Context: an optimization exercise on an open-source flow, tuned for small area, a short achievable clock period and few clock cycles per item. The choices shown serve that exercise and are no tape-out recipe. In this exercise RTL edits were held to simulation tests only and were not proved equivalent to the original.

// exu_top
module exu_top
(
	input  logic                    clk,
	input  logic                    arst_n_i,
	input  logic                    req_valid_i,
	input  logic [5-1:0]    req_op_i,
	input  logic [32-1:0]    req_opa_i,
	input  logic [32-1:0]    req_opb_i,
	input  logic [5-1:0]  req_rd_i,
	output logic                    wb_valid_o,
	output logic [5-1:0]  wb_rd_o,
	output logic                    wb_we_o,
	output logic [32-1:0]    wb_data_o,
	output logic                    busy_o
);
export LEC_CHECK = 0
export ABC_AREA = 1
export CAP_MARGIN = 20
export CORE_MARGIN = 2
export CORE_UTILIZATION = 65
export SLEW_MARGIN = 20
create_clock -name core_clock -period 24.0 [get_ports {clk}]
standard.sh (not shown) runs the stock make flow with config.mk's settings and CLKGATE_MAP_FILE= SYNTH_SCRIPT=/design/flow/synth_recipe.tcl, a recipe that flattens the netlist after the stock synthesis.
==> flow/flow/run.sh <==
#!/bin/bash
# Layout flow: the standard layout (standard.sh, which runs the standard
# synthesis unchanged) at the design's clock and constraints, with two
# changes to how the layout is optimised:
#  - the input and output port buffers are a plain sky130_fd_sc_hd__buf_4
#    rather than the delay buffer buffer_ports picks by itself (every port
#    still gets its own buffer);
#  - repair_timing keeps working until the setup slack is 18 ns, that is
#    until paths fit in about 6 ns, instead of stopping at any positive slack.
set -euo pipefail
cd "$(dirname "$0")/.."
bash standard.sh \
	"BUFFER_PORTS_ARGS=-buffer_cell sky130_fd_sc_hd__buf_4" \
	SETUP_SLACK_MARGIN=18 \
	finish > standard.log 2>&1
Testbench counts at the start, summed over its fixed seeds: cycles 25,600, ops 24,016.
Rerun with:
- CORE_UTILIZATION: 65 -> 55
Effect: Non-clock buffer count is lower by 3. Count of clock-buffer cells in the layout drops by 7. Fmax fell by 1.2%. Design area barely changes. Setup slack is worse by 0.074 ns. Via count drops by 3.7%. Routed wire length went up by 2.0%. Global-route usage decreases by 6.4 points. Final cell count rises by 2.4%. Critical path depth does not change.
Rerun with:
- CORE_UTILIZATION: 55 -> 40
Outcome: Via count hardly moves; worst setup slack gets better by 0.049 ns; register-to-register slack gets worse by 0.02 ns; clock skew barely changes.

---

== the baseline ==
exu_top, a different RTL version from the one above (not shown whole).
Size in the first run: about 7200 cells after synthesis, about 520 flip-flops, roughly 120 I/O pins, about 53000 µm² of cells after synthesis.
// exu_top
module exu_top
(
	input  logic                    clk,
	input  logic                    arst_n_i,
	input  logic                    req_valid_i,
	input  logic [5-1:0]    req_op_i,
	input  logic [32-1:0]    req_opa_i,
	input  logic [32-1:0]    req_opb_i,
	input  logic [5-1:0]  req_rd_i,
	output logic                    wb_valid_o,
	output logic [5-1:0]  wb_rd_o,
	output logic                    wb_we_o,
	output logic [32-1:0]    wb_data_o,
	output logic                    busy_o
);
Settings: LEC_CHECK=0, ABC_AREA=1, CAP_MARGIN=20, CORE_MARGIN=2, CORE_UTILIZATION=40, SLEW_MARGIN=20; clock period 24.0 ns.
run.sh (not shown) runs the stock make flow with config.mk's settings and CLKGATE_MAP_FILE= SYNTH_SCRIPT=/design/flow/synth_recipe.tcl, a recipe that flattens the netlist after the stock synthesis.
Stock flow here: none of the scripts above is used.
Testbench counts of the baseline, summed over its fixed seeds: cycles 27,892, ops 24,016.
Modified inputs, the candidate compared to the baseline
==> flow/flow/run.sh (new file) <==
#!/bin/bash
# Layout flow: the standard layout (standard.sh, which runs the standard
# synthesis unchanged), except that the input and output port buffers are a
# plain sky130_fd_sc_hd__buf_4 rather than the delay buffer buffer_ports picks
# by itself. Every port still gets its own buffer.
set -euo pipefail
cd "$(dirname "$0")/.."
bash standard.sh BUFFER_PORTS_ARGS="-buffer_cell sky130_fd_sc_hd__buf_4" finish > standard.log 2>&1
==> flow/standard.sh (new file) <==
#!/bin/bash
# synth_recipe.tcl (not shown) runs the flow's synth.tcl, then flattens the netlist and writes it again
# the make line also repeats each setting of config.mk as NAME=value (left out here)
make -C /OpenROAD-flow-scripts/flow DESIGN_CONFIG=/design/flow/config.mk WORK_HOME=/design/flow/orfs CLKGATE_MAP_FILE= SYNTH_SCRIPT=/design/flow/synth_recipe.tcl "${@:-finish}"
removed: flow/run.sh
==> run notes <==
Total routing usage reported by global routing ended up 0.45 points lower on the candidate than on the baseline.
On final critical-path setup slack: between the baseline and the candidate, it ends up higher for the candidate.
The candidate reports its critical path launch point as v2_q while the baseline reports op1_q[4].

separate check: timing with driven ports:
The results above use ideal ports. As a check the final layouts listed here were re-extracted and re-timed, cells and wires unchanged.
Step 1: set_driving_cell puts a clkbuf_16 on clk and a buf_2 on each other input, an assumption about the parent block.
Step 2, shift: input delay + t, output delay - t, t = (earliest + latest rising clock arrival at the registers) / 2. This alone moves slack from input paths to output paths.
Three values: ideal ports, drivers, drivers and shift; two values: the first two.
run	t (ns)	slack for setup (ns)	worst register clock-pin slew, ns	worst data-port slew with drivers (ns)	pins driven straight from the clock port
the first run of note 1	0.730	17.956 / 17.883 / 17.608	0.08 / 0.08	0.06	1
the second run of note 1	0.784	17.883 / 17.804 / 17.711	0.08 / 0.08	0.14	1
the third run of note 1	0.759	17.932 / 17.849 / 17.753	0.07 / 0.07	0.11	1
the baseline	0.760	16.939 / 16.939 / 16.939	0.07 / 0.07	0.05	1
the candidate	0.762	17.052 / 17.052 / 17.052	0.07 / 0.07	0.06	1
After both steps every run listed still meets setup and hold. The setup slack of the first run of note 1, which loses most, moves by -0.073 ns with the drivers and by -0.348 ns with both steps.
